Background: an optimization exercise with open tools, aiming at small area, a short achievable clock period and few clock cycles. Do not read the settings as production practice. Power and IR drop assume default switching activity.

==> run a: inputs <==
// frame_rate_pacer
module frame_rate_pacer (
   input  logic                            clock,
   input  logic                            reset,
   input  logic                            req_valid,
   output logic                            req_ready,
   input  logic [frp_pkg::TS_W-1:0]        req_timestamp_ms,
   input  logic                            req_in_foreground,
   input  logic                            req_mouse_look,
   output logic                            rsp_valid,
   input  logic                            rsp_ready,
   output logic [frp_pkg::SLEEP_W-1:0]     rsp_sleep_ms,
   output logic [frp_pkg::TS_W-1:0]        rsp_frame_time_ms,
   output logic [frp_pkg::FPS_W-1:0]       rsp_fps_x16,
   input  logic                            csr_we,
   input  logic [frp_pkg::CSR_INDEX_W-1:0] csr_index,
   input  logic [frp_pkg::CSR_DATA_W-1:0]  csr_wdata
);
Settings: LEC_CHECK=0, CAP_MARGIN=20, CORE_MARGIN=2, CORE_UTILIZATION=60, SETUP_SLACK_MARGIN=3.0, SLEW_MARGIN=20, TNS_END_PERCENT=100; clock period 6.5 ns.
run.sh (not shown) runs the stock make flow with config.mk's settings and CLKGATE_MAP_FILE= SYNTH_SCRIPT=/design/flow/synth_recipe.tcl, a recipe that flattens the netlist after the stock synthesis.
==> run b (differences from run a) <==
--- a/flow/design.v
+++ b/flow/design.v
@@ -246,15 +246,15 @@
    assign ftl_n = r0_t[10:0] - (b_v ? b_t[10:0] : hist[10:0]);
    assign u_n   = {2'b0, ftl_n} - {3'b0, base_r0};
    always_ff @(posedge clock) begin
       if (reset) b_v <= 1'b0;
       else if (!stall) b_v <= r0_v;
       if (!stall) begin
          b_t    <= r0_t;
-         b_ft   <= {(fta_x[31:11] != '0), 20'd0, fta_x[10:0]};    
+         b_ft   <= fta_x[31:0];
          b_base <= base_r0;
          b_u    <= u_n;
          b_nz   <= r0_fg ? (r0_lk ? nz_lk : nz_fg) : nz_bg;
       end
    end
    logic [5:0]    cnt;          
    logic [9:0]    prior;
@@ -270,15 +270,15 @@
    logic [32:0]   el_x;
    assign ftw    = b_ft;
    logic          bz, ovr_c;
    logic [12:0]   s13;
    assign bz     = (b_base == 10'd0);
    assign big    = (ftw[31:11] != '0);
    assign s13    = {3'b0, prior} - b_u;
-   assign ovr_c  = ~b_u[12] & (b_u[11:0] >= {2'b0, prior});
+   assign ovr_c  = ($signed(b_u) >= $signed({3'b0, prior}));
    assign ovr    = c0 ? bz : (big | bz | ovr_c);
    assign gt     = ~c0 & ~big & ({1'b0, prior} > ftw[10:0]);
    assign reseed = b_nz & comp_ff & ovr;
    always_comb begin
       if (!b_nz)         sleep_b = 10'd0;
       else if (!comp_ff) sleep_b = b_base;
       else if (ovr)      sleep_b = 10'd0;
@@ -321,94 +321,84 @@
          hist[991:0] <= {hist[959:0], b_t};
       end
       if (act && (full || c0 || reseed)) begin
          hist[1023:992] <= (c0 || reseed) ? b_t : hist[991:960];
       end
    end
    logic        d1_v;
-   logic [3:0]  d1_j;        
-   logic        d1_f0;       
+   logic [31:0] d1_ft;
    logic [9:0]  d1_sl;
    logic [18:0] d1_d;
    logic        d1_c0, d1_fz, d1_dbig;
    logic [11:0] d1_n;
    logic        d2_v;
-   logic [3:0]  d2_j;        
-   logic        d2_f0;       
+   logic [31:0] d2_ft;
    logic [9:0]  d2_sl;
    logic [18:0] d2_d;
    logic        d2_E, d2_Z;
    logic [20:0] d2_d3;
    logic [3:0] d2_r, d2_q;
    logic [7:0] d2_n;
    logic        d3_v;
-   logic [3:0]  d3_j;        
-   logic        d3_f0;       
+   logic [31:0] d3_ft;
    logic [9:0]  d3_sl;
    logic [18:0] d3_d;
    logic        d3_E, d3_Z;
    logic [20:0] d3_d3;
    logic [5:0] d3_r, d3_q;
    logic [5:0] d3_n;
    logic        d4_v;
-   logic [3:0]  d4_j;        
-   logic        d4_f0;       
+   logic [31:0] d4_ft;
    logic [9:0]  d4_sl;
    logic [18:0] d4_d;
    logic        d4_E, d4_Z;
    logic [20:0] d4_d3;
    logic [7:0] d4_r, d4_q;
    logic [3:0] d4_n;
    logic        d5_v;
-   logic [3:0]  d5_j;        
-   logic        d5_f0;       
+   logic [31:0] d5_ft;
    logic [9:0]  d5_sl;
    logic [18:0] d5_d;
    logic        d5_E, d5_Z;
    logic [20:0] d5_d3;
    logic [9:0] d5_r, d5_q;
    logic [1:0] d5_n;
    logic        d6_v;
-   logic [3:0]  d6_j;        
-   logic        d6_f0;       
+   logic [31:0] d6_ft;
    logic [9:0]  d6_sl;
    logic [18:0] d6_d;
    logic        d6_E, d6_Z;
    logic [20:0] d6_d3;
    logic [11:0] d6_r, d6_q;
    logic        d7_v;
-   logic [3:0]  d7_j;        
-   logic        d7_f0;       
+   logic [31:0] d7_ft;
    logic [9:0]  d7_sl;
    logic [18:0] d7_d;
    logic        d7_E, d7_Z;
    logic [20:0] d7_d3;
    logic [13:0] d7_r, d7_q;
    logic        d8_v;
-   logic [3:0]  d8_j;        
-   logic        d8_f0;       
+   logic [31:0] d8_ft;
    logic [9:0]  d8_sl;
    logic [18:0] d8_d;
    logic        d8_E, d8_Z;
    logic [20:0] d8_d3;
    logic [15:0] d8_r, d8_q;
    logic        d9_v;
-   logic [8:0]  d9_j;        
-   logic        d9_f0;       
+   logic [31:0] d9_ft;
    logic [9:0]  d9_sl;
    logic [18:0] d9_d;
    logic        d9_E, d9_Z;
    logic [20:0] d9_d3;
    logic [17:0] d9_r, d9_q;
    always_ff @(posedge clock) begin
       if (reset) d1_v <= 1'b0;
       else if (!stall) d1_v <= b_v;
       if (!stall) begin
-         d1_j    <= 4'd0;
-         d1_f0   <= c0 | block_off;
+         d1_ft   <= (c0 | block_off) ? 32'd0 : ftw;
          d1_sl   <= sleep_b;
          d1_d    <= el[18:0];
          d1_dbig <= (el[31:19] != '0);
          d1_c0   <= c0;
          d1_fz   <= block_off;
          d1_n    <= nfr;
       end
@@ -484,16 +474,15 @@
    assign d1_r15 = d1_k15 ? d1_c15[3:0] : d1_h15 ? d1_b15[3:0] : d1_g15 ? d1_a15[3:0] : d1_x15;
    logic d1_q15l;
    assign d1_q15l = d1_k15 | (d1_g15 & ~d1_h15);
    always_ff @(posedge clock) begin
       if (reset) d2_v <= 1'b0;
       else if (!stall) d2_v <= d1_v;
       if (!stall) begin
-         d2_j  <= d1_j + {3'd0, act};
-         d2_f0 <= d1_f0;
+         d2_ft <= d1_ft;
          d2_sl <= d1_sl;
          d2_d  <= d1_d;
          d2_d3 <= d1_d3;
          d2_E  <= d1_E;
          d2_Z  <= d1_Z;
          d2_r  <= d1_r15;
          d2_q  <= {d1_h17, d1_q17l, d1_h15, d1_q15l};
@@ -558,16 +547,15 @@
    assign d2_r13 = d2_k13 ? d2_c13[5:0] : d2_h13 ? d2_b13[5:0] : d2_g13 ? d2_a13[5:0] : d2_x13;
    logic d2_q13l;
    assign d2_q13l = d2_k13 | (d2_g13 & ~d2_h13);
    always_ff @(posedge clock) begin
       if (reset) d3_v <= 1'b0;
       else if (!stall) d3_v <= d2_v;
       if (!stall) begin
-         d3_j  <= d2_j + {3'd0, act};
-         d3_f0 <= d2_f0;
+         d3_ft <= d2_ft;
          d3_sl <= d2_sl;
          d3_d  <= d2_d;
          d3_d3 <= d2_d3;
          d3_E  <= d2_E;
          d3_Z  <= d2_Z;
          d3_r  <= d2_r13;
          d3_q  <= {d2_q, d2_h13, d2_q13l};
@@ -632,16 +620,15 @@
    assign d3_r11 = d3_k11 ? d3_c11[7:0] : d3_h11 ? d3_b11[7:0] : d3_g11 ? d3_a11[7:0] : d3_x11;
    logic d3_q11l;
    assign d3_q11l = d3_k11 | (d3_g11 & ~d3_h11);
    always_ff @(posedge clock) begin
       if (reset) d4_v <= 1'b0;
       else if (!stall) d4_v <= d3_v;
       if (!stall) begin
-         d4_j  <= d3_j + {3'd0, act};
-         d4_f0 <= d3_f0;
+         d4_ft <= d3_ft;
          d4_sl <= d3_sl;
          d4_d  <= d3_d;
          d4_d3 <= d3_d3;
          d4_E  <= d3_E;
          d4_Z  <= d3_Z;
          d4_r  <= d3_r11;
          d4_q  <= {d3_q, d3_h11, d3_q11l};
@@ -715,16 +702,15 @@
    assign d4_r9 = d4_k9 ? d4_c9[9:0] : d4_h9 ? d4_b9[9:0] : d4_g9 ? d4_a9[9:0] : d4_x9;
    logic d4_q9l;
    assign d4_q9l = d4_k9 | (d4_g9 & ~d4_h9);
    always_ff @(posedge clock) begin
       if (reset) d5_v <= 1'b0;
       else if (!stall) d5_v <= d4_v;
       if (!stall) begin
-         d5_j  <= d4_j + {3'd0, act};
-         d5_f0 <= d4_f0;
+         d5_ft <= d4_ft;
          d5_sl <= d4_sl;
          d5_d  <= d4_d;
          d5_d3 <= d4_d3;
          d5_E  <= d4_E;
          d5_Z  <= d4_Z;
          d5_r  <= d4_r9;
          d5_q  <= {d4_q, d4_h9, d4_q9l};
@@ -798,16 +784,15 @@
    assign d5_r7 = d5_k7 ? d5_c7[11:0] : d5_h7 ? d5_b7[11:0] : d5_g7 ? d5_a7[11:0] : d5_x7;
    logic d5_q7l;
    assign d5_q7l = d5_k7 | (d5_g7 & ~d5_h7);
    always_ff @(posedge clock) begin
       if (reset) d6_v <= 1'b0;
       else if (!stall) d6_v <= d5_v;
       if (!stall) begin
-         d6_j  <= d5_j + {3'd0, act};
-         d6_f0 <= d5_f0;
+         d6_ft <= d5_ft;
          d6_sl <= d5_sl;
          d6_d  <= d5_d;
          d6_d3 <= d5_d3;
          d6_E  <= d5_E;
          d6_Z  <= d5_Z;
          d6_r  <= d5_r7;
          d6_q  <= {d5_q, d5_h7, d5_q7l};
@@ -880,16 +865,15 @@
    assign d6_r5 = d6_k5 ? d6_c5[13:0] : d6_h5 ? d6_b5[13:0] : d6_g5 ? d6_a5[13:0] : d6_x5;
    logic d6_q5l;
    assign d6_q5l = d6_k5 | (d6_g5 & ~d6_h5);
    always_ff @(posedge clock) begin
       if (reset) d7_v <= 1'b0;
       else if (!stall) d7_v <= d6_v;
       if (!stall) begin
-         d7_j  <= d6_j + {3'd0, act};
-         d7_f0 <= d6_f0;
+         d7_ft <= d6_ft;
          d7_sl <= d6_sl;
          d7_d  <= d6_d;
          d7_d3 <= d6_d3;
          d7_E  <= d6_E;
          d7_Z  <= d6_Z;
          d7_r  <= d6_r5;
          d7_q  <= {d6_q, d6_h5, d6_q5l};
@@ -962,16 +946,15 @@
    assign d7_r3 = d7_k3 ? d7_c3[15:0] : d7_h3 ? d7_b3[15:0] : d7_g3 ? d7_a3[15:0] : d7_x3;
    logic d7_q3l;
    assign d7_q3l = d7_k3 | (d7_g3 & ~d7_h3);
    always_ff @(posedge clock) begin
       if (reset) d8_v <= 1'b0;
       else if (!stall) d8_v <= d7_v;
       if (!stall) begin
-         d8_j  <= d7_j + {3'd0, act};
-         d8_f0 <= d7_f0;
+         d8_ft <= d7_ft;
          d8_sl <= d7_sl;
          d8_d  <= d7_d;
          d8_d3 <= d7_d3;
          d8_E  <= d7_E;
          d8_Z  <= d7_Z;
          d8_r  <= d7_r3;
          d8_q  <= {d7_q, d7_h3, d7_q3l};
@@ -1053,16 +1036,15 @@
    assign d8_r1 = d8_k1 ? d8_c1[17:0] : d8_h1 ? d8_b1[17:0] : d8_g1 ? d8_a1[17:0] : d8_x1;
    logic d8_q1l;
    assign d8_q1l = d8_k1 | (d8_g1 & ~d8_h1);
    always_ff @(posedge clock) begin
       if (reset) d9_v <= 1'b0;
       else if (!stall) d9_v <= d8_v;
       if (!stall) begin
-         d9_j  <= 9'(1) << (d8_j + {3'd0, act});
-         d9_f0 <= d8_f0;
+         d9_ft <= d8_ft;
          d9_sl <= d8_sl;
          d9_d  <= d8_d;
          d9_d3 <= d8_d3;
          d9_E  <= d8_E;
          d9_Z  <= d8_Z;
          d9_r  <= d8_r1;
          d9_q  <= {d8_q, d8_h1, d8_q1l};
@@ -1094,69 +1076,23 @@
    assign d9_a0_kG5 = d9_a0_kG4 | (d9_a0_kP4 & {d9_a0_kG4[2:0], 16'b0});
    assign d9_a0_kP5 = d9_a0_kP4 & {d9_a0_kP4[2:0], 16'b0};
    assign d9_a0 = {~d9_a0_kG5[18], d9_a0_kp ^ {d9_a0_kG5[17:0], 1'b1}};
    assign d9_g0 = ~d9_a0[19];
    assign d9_r0 = d9_g0 ? d9_a0[18:0] : d9_x0;
    logic [18:0] q_fin;
    assign q_fin = {d9_q, d9_g0};
-   logic [31:0] hj0, hj1;
-   logic [32:0] ftj_x;
-   always_comb begin
-      hj0 = 32'd0;
-      hj1 = 32'd0;
-      hj0 = hj0 | (hist[31:0] & {32{d9_j[0]}});
-      hj1 = hj1 | (hist[63:32] & {32{d9_j[0]}});
-      hj0 = hj0 | (hist[63:32] & {32{d9_j[1]}});
-      hj1 = hj1 | (hist[95:64] & {32{d9_j[1]}});
-      hj0 = hj0 | (hist[95:64] & {32{d9_j[2]}});
-      hj1 = hj1 | (hist[127:96] & {32{d9_j[2]}});
-      hj0 = hj0 | (hist[127:96] & {32{d9_j[3]}});
-      hj1 = hj1 | (hist[159:128] & {32{d9_j[3]}});
-      hj0 = hj0 | (hist[159:128] & {32{d9_j[4]}});
-      hj1 = hj1 | (hist[191:160] & {32{d9_j[4]}});
-      hj0 = hj0 | (hist[191:160] & {32{d9_j[5]}});
-      hj1 = hj1 | (hist[223:192] & {32{d9_j[5]}});
-      hj0 = hj0 | (hist[223:192] & {32{d9_j[6]}});
-      hj1 = hj1 | (hist[255:224] & {32{d9_j[6]}});
-      hj0 = hj0 | (hist[255:224] & {32{d9_j[7]}});
-      hj1 = hj1 | (hist[287:256] & {32{d9_j[7]}});
-      hj0 = hj0 | (hist[287:256] & {32{d9_j[8]}});
-      hj1 = hj1 | (hist[319:288] & {32{d9_j[8]}});
-   end
-   logic [31:0] ftj_x_kp, ftj_x_kg;
-   assign ftj_x_kp = hj0 ^ ~(hj1);
-   assign ftj_x_kg = hj0 & ~(hj1);
-   logic [31:0] ftj_x_kG0, ftj_x_kP0;
-   assign ftj_x_kG0 = {ftj_x_kg[31:1], ftj_x_kg[0] | ftj_x_kp[0]};
-   assign ftj_x_kP0 = ftj_x_kp;
-   logic [31:0] ftj_x_kG1, ftj_x_kP1;
-   assign ftj_x_kG1 = ftj_x_kG0 | (ftj_x_kP0 & {ftj_x_kG0[30:0], 1'b0});
-   assign ftj_x_kP1 = ftj_x_kP0 & {ftj_x_kP0[30:0], 1'b0};
-   logic [31:0] ftj_x_kG2, ftj_x_kP2;
-   assign ftj_x_kG2 = ftj_x_kG1 | (ftj_x_kP1 & {ftj_x_kG1[29:0], 2'b0});
-   assign ftj_x_kP2 = ftj_x_kP1 & {ftj_x_kP1[29:0], 2'b0};
-   logic [31:0] ftj_x_kG3, ftj_x_kP3;
-   assign ftj_x_kG3 = ftj_x_kG2 | (ftj_x_kP2 & {ftj_x_kG2[27:0], 4'b0});
-   assign ftj_x_kP3 = ftj_x_kP2 & {ftj_x_kP2[27:0], 4'b0};
-   logic [31:0] ftj_x_kG4, ftj_x_kP4;
-   assign ftj_x_kG4 = ftj_x_kG3 | (ftj_x_kP3 & {ftj_x_kG3[23:0], 8'b0});
-   assign ftj_x_kP4 = ftj_x_kP3 & {ftj_x_kP3[23:0], 8'b0};
-   logic [31:0] ftj_x_kG5, ftj_x_kP5;
-   assign ftj_x_kG5 = ftj_x_kG4 | (ftj_x_kP4 & {ftj_x_kG4[15:0], 16'b0});
-   assign ftj_x_kP5 = ftj_x_kP4 & {ftj_x_kP4[15:0], 16'b0};
-   assign ftj_x = {~ftj_x_kG5[31], ftj_x_kp ^ {ftj_x_kG5[30:0], 1'b1}};
    logic [9:0]  rsp_sl;
    logic [31:0] rsp_ft;
    logic [18:0] rsp_fps;
    always_ff @(posedge clock) begin
       if (reset) rsp_valid_ff <= 1'b0;
       else if (!stall) rsp_valid_ff <= d9_v;
       if (!stall) begin
          rsp_sl  <= d9_sl;
-         rsp_ft  <= d9_f0 ? 32'd0 : ftj_x[31:0];
+         rsp_ft  <= d9_ft;
          rsp_fps <= d9_E ? frp_pkg::IDLE_FPS_X16 : (d9_Z ? 19'd0 : q_fin);
       end
    end
    assign rsp_valid         = rsp_valid_ff;
    assign rsp_sleep_ms      = rsp_sl;
    assign rsp_frame_time_ms = rsp_ft;
    assign rsp_fps_x16       = rsp_fps;
--- a/flow/config.mk
+++ b/flow/config.mk
@@ -4,10 +4,12 @@
 export VERILOG_FILES = /design/flow/design.v
 export SDC_FILE = /design/flow/constraint.sdc
 export NUM_CORES = 4
 export LEC_CHECK = 0
 export CAP_MARGIN = 20
 export CORE_MARGIN = 2
 export CORE_UTILIZATION = 60
-export SETUP_SLACK_MARGIN = 3.0
+export CTS_BUF_LIST = sky130_fd_sc_hd__clkbuf_8
+export CTS_CLUSTER_SIZE = 30
+export SETUP_SLACK_MARGIN = 2.8
 export SLEW_MARGIN = 20
 export TNS_END_PERCENT = 100
==> notes.md <==
Run a went through all stages and came out clean. Run b completed with no timing, DRC or antenna violations.
Of run b and run a, run a has the higher critical path depth (gap 13).
Of run b and run a, run b has the higher design area (gap 0.78%, measured against run a).
Of run a and run b, run a has the higher utilization (gap 2.4 points).
Against run b, the non-clock buffer count of run a is higher by 196.
In run a the power is larger than in run b, by about 3.7%.
Clock power is about the same in run b and run a.
Between run b and run a, the lower clock skew is in run a (gap 50 ps).
Of run b and run a, run a has the higher combinational power (gap about 40%, measured against run a).
Hold slack: run b is worse than run a (28 ps).
Of run a and run b, run a has the higher final cell count (gap 2.4%, measured against run b).
==> figures <==
| metric | run b | run a |
|---|---|---|
| Destination of the worst hold path | hist[80] | hist[552] |
| GR Layer Usage met2 | 0.316 | 0.386 |
| Setup Skew | 94.8 ps | 44.4 ps |
| Total met2 wirelength after detailed routing | 72,400 um | 85,200 um |
| Synth Instances | 5,671 | 6,026 |
| Post-Syn Area per Cell | 15.8 um^2 | 14.2 um^2 |
| Comb pwr share | 0.114 | 0.189 |
| Synth Area in Compound Gates | 0.0768 | 0.113 |
| Proportion of power drawn by flip-flops and latches | 0.548 | 0.477 |
| HPWL after DPL | 105,000 um | 115,000 um |
| Comb pwr | 0.00368 W | 0.00629 W |
| Final clock-cell share | 0.0640 | 0.0645 |
| Final cell utilization of the core | 0.680 | 0.704 |
| Run status | no timing/DRC/antenna violations | no timing/DRC/antenna violations |
| Launch instance of the worst min-delay path | hist[48] | hist[520] |
| Number of global-route vias before repair | 45,300 | 48,300 |
| Sequential cell area fraction in the yosys report | 0.734 | 0.671 |
| XOR/XNOR Fraction of Synth Area | 0.0254 | 0.0286 |
| Start of the worst register-to-register path | b_v | d9_j[8] |
| Routing usage on met3 | 0.0481 | 0.0334 |
| Leakage power | 39.7 nW | 38.8 nW |
| Placed Cells incl. Taps | 7,671 | 7,945 |
Function was not checked in any run of this note: the RTL went through the layout flow alone.

## static timing again, ports no longer ideal
Ports are ideal in the flow. The routed layouts listed here were re-timed in OpenROAD.
Step 1 assumes that a clkbuf_16 drives the clock port and a buf_2 every other input.
Step 2 moves the port delays by t, midway between the first and last clock arrival at a register: inputs arrive t later, outputs are due t later. That takes back most of the time a late clock gives input paths.
Slacks: ideal ports / drivers / drivers and shift; pairs: ideal ports / drivers.
| run | shift t [ns] | setup slack, ns | worst setup path after step 2 |
|---|---|---|---|
| run a | 0.869 | 2.361 / 2.361 / 2.361 | register to register |
| run b | 1.066 | 2.821 / 2.754 / 2.108 | input to register |
After both steps setup and hold are still met in every run listed. The setup slack of run b, which loses most, moves by -0.067 ns with the drivers and by -0.713 ns with both steps.
